Context: an optimization exercise on an open-source flow, tuned for small area, a short achievable clock period and few clock cycles per item. The choices shown serve that exercise and are no tape-out recipe. The RTL was checked by simulation tests, not by an equivalence proof against the original design. Power figures rest on the tool's default switching activity, not on a simulated workload.

==> 04-28 <==
==> flow/design.v (excerpt) <==
module rv_multicycle_core #(
  parameter int unsigned     XLEN     = 32,
  parameter int unsigned     NREGS    = 32,
  parameter logic [XLEN-1:0] PC_RESET = '0
) (
  input  logic            clk,
  input  logic            reset,
  output logic            imem_req,
  output logic [XLEN-1:0] imem_addr,
  input  logic            imem_rvalid,
  input  logic [31:0]     imem_rdata,
  input  logic [4:0]      dbg_addr,
  output logic [XLEN-1:0] dbg_data,
  output logic            retire,
  output logic            zero_f,
  output logic            halt
);
==> module rv_multicycle_core, before the edit <==
module rv_multicycle_core #(
  parameter int unsigned     XLEN     = 32,
  parameter int unsigned     NREGS    = 32,
  parameter logic [XLEN-1:0] PC_RESET = '0
) (
  input  logic            clk,
  input  logic            reset,
  output logic            imem_req,
  output logic [XLEN-1:0] imem_addr,
  input  logic            imem_rvalid,
  input  logic [31:0]     imem_rdata,
  input  logic [4:0]      dbg_addr,
  output logic [XLEN-1:0] dbg_data,
  output logic            retire,
  output logic            zero_f,
  output logic            halt
);
  localparam logic [6:0] OPC_R = 7'b0110011;
  localparam logic [6:0] OPC_I = 7'b0010011;
  logic        req_q;
  logic [29:0] pc_q;
  logic        acc;
  assign imem_req  = req_q;
  assign imem_addr = {pc_q, 2'b00};
  assign acc       = req_q & imem_rvalid;
  logic [31:0] w;
  logic [4:0]  w_rs1, w_rs2;
  logic [2:0]  w_f3;
  logic        w_is_r, w_legal;
  assign w      = imem_rdata;
  assign w_rs1  = w[19:15];
  assign w_rs2  = w[24:20];
  assign w_f3   = w[14:12];
  assign w_is_r = w[5];
  always_comb begin
    w_legal = 1'b0;
    if (w[6:0] == OPC_R)
      w_legal = (w[31:25] == 7'b0000000) ||
                (w[31:25] == 7'b0100000 && (w_f3 == 3'b000 || w_f3 == 3'b101));
    else if (w[6:0] == OPC_I) begin
      if (w_f3 == 3'b001)      w_legal = (w[31:25] == 7'b0000000);
      else if (w_f3 == 3'b101) w_legal = (w[31:25] == 7'b0000000) || (w[31:25] == 7'b0100000);
      else                     w_legal = 1'b1;
    end
  end
  logic [31:0] regs [1:31];
  logic [31:0] rs1_val, rs2_val;
  logic [31:1] sel1, sel2, seld;
  always_comb begin
    rs1_val  = '0;
    rs2_val  = '0;
    dbg_data = '0;
    for (int i = 1; i < 32; i++) begin
      sel1[i]  = (w_rs1 == 5'(i));
      sel2[i]  = (w_rs2 == 5'(i));
      seld[i]  = (dbg_addr == 5'(i));
      rs1_val  = rs1_val  | (regs[i] & {32{sel1[i]}});
      rs2_val  = rs2_val  | (regs[i] & {32{sel2[i]}});
      dbg_data = dbg_data | (regs[i] & {32{seld[i]}});
    end
  end
  logic        ex_v;
  logic [31:0] op_a, op_b;
  logic [4:0]  ex_rd;
  logic        ex_sub, ex_sra, ex_left;
  logic        s_add, s_sll, s_slt, s_sltu, s_xor, s_sr, s_or, s_and;
  logic [31:0] alu;
  logic        fwd1, fwd2;
  assign fwd1 = ex_v && (ex_rd == w_rs1) && (w_rs1 != 5'd0);
  assign fwd2 = ex_v && (ex_rd == w_rs2) && (w_rs2 != 5'd0);
  logic [33:0] sum;
  logic        lt_s, lt_u;
  assign sum  = {1'b0, op_a, 1'b1} + {1'b0, op_b ^ {32{ex_sub}}, ex_sub};
  assign lt_u = ~sum[33];
  assign lt_s = (op_a[31] != op_b[31]) ? op_a[31] : sum[32];
  logic [31:0] sh_in, sh_out, sh_rev;
  always_comb
    for (int i = 0; i < 32; i++) sh_in[i] = ex_left ? op_a[31-i] : op_a[i];
  assign sh_out = 32'($signed({ex_sra & op_a[31], sh_in}) >>> op_b[4:0]);
  always_comb
    for (int i = 0; i < 32; i++) sh_rev[i] = sh_out[31-i];
  logic g_add, g_sll, g_slt, g_sltu, g_xor, g_sr, g_or, g_and;
  assign g_add  = s_add  & reset;
  assign g_sll  = s_sll  & reset;
  assign g_slt  = s_slt  & reset;
  assign g_sltu = s_sltu & reset;
  assign g_xor  = s_xor  & reset;
  assign g_sr   = s_sr   & reset;
  assign g_or   = s_or   & reset;
  assign g_and  = s_and  & reset;
  assign alu = ({32{g_add}} & sum[32:1])
             | ({32{g_sll}} & sh_rev)
             | ({32{g_sr }} & sh_out)
             | ({32{g_xor}} & (op_a ^ op_b))
             | ({32{g_or }} & (op_a | op_b))
             | ({32{g_and}} & (op_a & op_b))
             | {31'd0, (g_slt & lt_s) | (g_sltu & lt_u)};
  always_ff @(posedge clk) begin
    op_a    <= fwd1 ? alu : rs1_val;
    op_b    <= w_is_r ? (fwd2 ? alu : rs2_val) : {{20{w[31]}}, w[31:20]};
    ex_rd   <= w[11:7];
    ex_sub  <= (w[30] & w_is_r) | (w_f3[2:1] == 2'b01);
    ex_sra  <= w[30];
    ex_left <= ~w_f3[2];
    s_add   <= (w_f3 == 3'b000);
    s_sll   <= (w_f3 == 3'b001);
    s_slt   <= (w_f3 == 3'b010);
    s_sltu  <= (w_f3 == 3'b011);
    s_xor   <= (w_f3 == 3'b100);
    s_sr    <= (w_f3 == 3'b101);
    s_or    <= (w_f3 == 3'b110);
    s_and   <= (w_f3 == 3'b111);
    zero_f  <= (alu == 32'd0);
  end
  logic [31:1] wen;
  always_comb
    for (int i = 1; i < 32; i++) wen[i] = (ex_v && ex_rd == 5'(i)) || !reset;
  always_ff @(posedge clk)
    for (int i = 1; i < 32; i++) if (wen[i]) regs[i] <= alu;
  always_ff @(posedge clk or negedge reset) begin
    if (!reset) begin
      req_q  <= 1'b0;
      pc_q   <= '0;
      ex_v   <= 1'b0;
      retire <= 1'b0;
      halt   <= 1'b0;
    end else begin
      retire <= ex_v;
      ex_v   <= acc & w_legal;
      if (acc) pc_q <= pc_q + 30'd1;
      if (acc & ~w_legal) halt <= 1'b1;
      req_q  <= ~(halt | (acc & ~w_legal));
    end
  end
endmodule
clock: 7.0 ns
lec_check: 0
cap_margin: 20
cell_pad_in_sites_detail_placement: 2
cell_pad_in_sites_global_placement: 2
core_margin: 2
core_utilization: 30
setup_slack_margin: 2.0
slew_margin: 20
tns_end_percent: 30
cts_args: -sink_clustering_enable -repair_clock_nets -sink_clustering_size 30 -sink_clustering_max_diameter 60 -dont_use_dummy_load
standard.sh (not shown) runs the stock make flow with config.mk's settings and CLKGATE_MAP_FILE= SYNTH_SCRIPT=/design/flow/synth_recipe.tcl, a recipe that flattens the netlist after the stock synthesis.
==> flow/flow/run.sh <==
#!/bin/bash
# The standard layout (standard.sh) with one change: clock tree synthesis runs without
# dummy loads. Everything else, synthesis included, is the standard flow with config.mk's knobs.
set -euo pipefail
cat >> config.mk <<'EOT'
export CTS_ARGS = -sink_clustering_enable -repair_clock_nets -sink_clustering_size 30 -sink_clustering_max_diameter 60 -dont_use_dummy_load
EOT
bash standard.sh > standard.log 2>&1
==> 07-27: changes against 04-28 <==
--- a/flow/design.v
+++ b/flow/design.v
@@ -80,20 +80,11 @@
   always_comb
     for (int i = 0; i < 32; i++) sh_rev[i] = sh_out[31-i];
-  logic g_add, g_sll, g_slt, g_sltu, g_xor, g_sr, g_or, g_and;
-  assign g_add  = s_add  & reset;
-  assign g_sll  = s_sll  & reset;
-  assign g_slt  = s_slt  & reset;
-  assign g_sltu = s_sltu & reset;
-  assign g_xor  = s_xor  & reset;
-  assign g_sr   = s_sr   & reset;
-  assign g_or   = s_or   & reset;
-  assign g_and  = s_and  & reset;
-  assign alu = ({32{g_add}} & sum[32:1])
-             | ({32{g_sll}} & sh_rev)
-             | ({32{g_sr }} & sh_out)
-             | ({32{g_xor}} & (op_a ^ op_b))
-             | ({32{g_or }} & (op_a | op_b))
-             | ({32{g_and}} & (op_a & op_b))
-             | {31'd0, (g_slt & lt_s) | (g_sltu & lt_u)};
+  assign alu = ({32{s_add}} & sum[32:1])
+             | ({32{s_sll}} & sh_rev)
+             | ({32{s_sr }} & sh_out)
+             | ({32{s_xor}} & (op_a ^ op_b))
+             | ({32{s_or }} & (op_a | op_b))
+             | ({32{s_and}} & (op_a & op_b))
+             | {31'd0, (s_slt & lt_s) | (s_sltu & lt_u)};
   always_ff @(posedge clk) begin
     op_a    <= fwd1 ? alu : rs1_val;
@@ -113,9 +104,11 @@
     zero_f  <= (alu == 32'd0);
   end
+  logic [31:0] wdata;
   logic [31:1] wen;
+  assign wdata = alu & {32{reset}};
   always_comb
     for (int i = 1; i < 32; i++) wen[i] = (ex_v && ex_rd == 5'(i)) || !reset;
   always_ff @(posedge clk)
-    for (int i = 1; i < 32; i++) if (wen[i]) regs[i] <= alu;
+    for (int i = 1; i < 32; i++) if (wen[i]) regs[i] <= wdata;
   always_ff @(posedge clk or negedge reset) begin
     if (!reset) begin
==> flow/run.sh (new file) <==
#!/bin/bash
# synth_recipe.tcl (not shown) runs the flow's synth.tcl, then flattens the netlist and writes it again
# the make line also repeats each setting of config.mk as NAME=value (left out here)
make -C /OpenROAD-flow-scripts/flow DESIGN_CONFIG=/design/flow/config.mk WORK_HOME=/design/flow/orfs CLKGATE_MAP_FILE= SYNTH_SCRIPT=/design/flow/synth_recipe.tcl finish
--- a/flow/config.mk
+++ b/flow/config.mk
@@ -11,6 +11,4 @@
 export CORE_MARGIN = 2
 export CORE_UTILIZATION = 30
-export SETUP_SLACK_MARGIN = 2.0
+export SETUP_SLACK_MARGIN = 2.5
 export SLEW_MARGIN = 20
-export TNS_END_PERCENT = 30
-export CTS_ARGS = -sink_clustering_enable -repair_clock_nets -sink_clustering_size 30 -sink_clustering_max_diameter 60 -dont_use_dummy_load
removed: flow/flow/run.sh
removed: flow/standard.sh
==> parameters.txt <==
Parameter                              Value

Status
  Run status ... timing/DRC/antenna clean

Worst setup path
  Worst setup path startpoint ... dbg_addr[3]
  Element type at the critical path end ... output pin

Synth
  Multiplexer area fraction after synthesis ... 0.03003
  Area share of the leading cell type in the synthesized netlist ... 0.5154
  Post-synthesis share of cell area spent on xor and xnor gates ... 0.01377
  Synth cell count leaders ... sky130_fd_sc_hd__edfxtp_1, sky130_fd_sc_hd__a22oi_1, sky130_fd_sc_hd__a221oi_1
  Adder-cell area share of the yosys netlist ... 0.02100
  Simple-gate share of the synthesized area ... 0.09201

Pwr
  Combinational Power ... roughly 0.0046 W

Timing
  FMAX ... 199.7 MHz
  Tightest hold margin ... between 0.4 and 0.5 ns
  Worst slew margin relative to its limit ... 0.05118

Place
  Placement Cell Area ... 0.06493 mm^2
  Post-DP HPWL ... 265700 um

Finish
  Fraction of area in multi-input gates ... 0.3504
  Sequential cell area ... about 0.032 mm^2
  Multi-input gate area in the final layout ... 0.02593 mm^2
  Fraction of layout instances using a drive strength above 1 ... 0.2356

Routing
  Pre-antenna DRT Iters ... 14

Floorplanning
  Core Rows ... 161
That was 07-27.
==> parameters.txt <==
Parameter                              Value

Finish
  Sequential cell area ... 0.03227 mm^2
  Fraction of layout instances using a drive strength above 1 ... 0.1664
  Fin util ... 0.3604
  Multi-input gate area in the final layout ... 0.02492 mm^2
  Logic inverters ... 98
  Fraction of area in multi-input gates ... 0.3632

Synth
  Multiplexer area fraction after synthesis ... 0.02704
  Post-synthesis share of cell area spent on xor and xnor gates ... 0.01309
  Adder-cell area share of the yosys netlist ... 0.02109
  Simple-gate share of the synthesized area ... 0.08939
  Synth cell count leaders ... sky130_fd_sc_hd__edfxtp_1, sky130_fd_sc_hd__a22oi_1, sky130_fd_sc_hd__clkbuf_1

Timing
  Worst slew margin relative to its limit ... 0.09754
  FMAX ... ~200 MHz
  Total negative slack ... 0 ns
  Tightest hold margin ... 0.4744 ns

Status
  Run status ... timing/DRC/antenna clean

Worst setup path
  Element type at the critical path end ... flip-flop

Place
  Post-DP HPWL ... 256300 um
  Placement Cell Area ... 0.06433 mm^2

Routing
  Pre-antenna DRT Iters ... 12

Floorplanning
  Core Rows ... 160

Pwr
  Combinational Power ... slightly above 0.004 W
That was 04-28.
Testbench counts of 04-28, summed over its fixed seeds: cycles 4,589, instrs 3,200.
Testbench counts of 07-27, summed over its fixed seeds: cycles 4,589, instrs 3,200.

==> what the ideal ports hide <==
Ports are ideal in the flow. The routed layouts listed here were re-timed in OpenROAD.
Step 1 (the two cells are an assumption about what drives the block):
set clk [get_ports {clk}]
set_driving_cell -lib_cell sky130_fd_sc_hd__clkbuf_16 $clk
set_driving_cell -lib_cell sky130_fd_sc_hd__buf_2 [delete_from_list [all_inputs] $clk]
Step 2 adds t to the input delays and takes it off the output delays; t is the mean of the earliest and latest rising clock arrival at the registers after step 1. Input paths then give back, and output paths get back, about the clock's delay inside the block.
Slacks: ideal ports / drivers / drivers and shift; pairs: ideal ports / drivers.
run	t (ns)	setup slack, ns	worst register clock-pin slew, ns	cell pins on the clock port's net
04-28	0.864	1.883 / 1.833 / 1.063	0.09 / 0.09	1
07-27	0.921	1.993 / 1.922 / 1.588	0.07 / 0.07	1
After both steps setup and hold are still met in every run listed. The setup slack of 04-28, which loses most, moves by -0.050 ns with the drivers and by -0.820 ns with both steps.
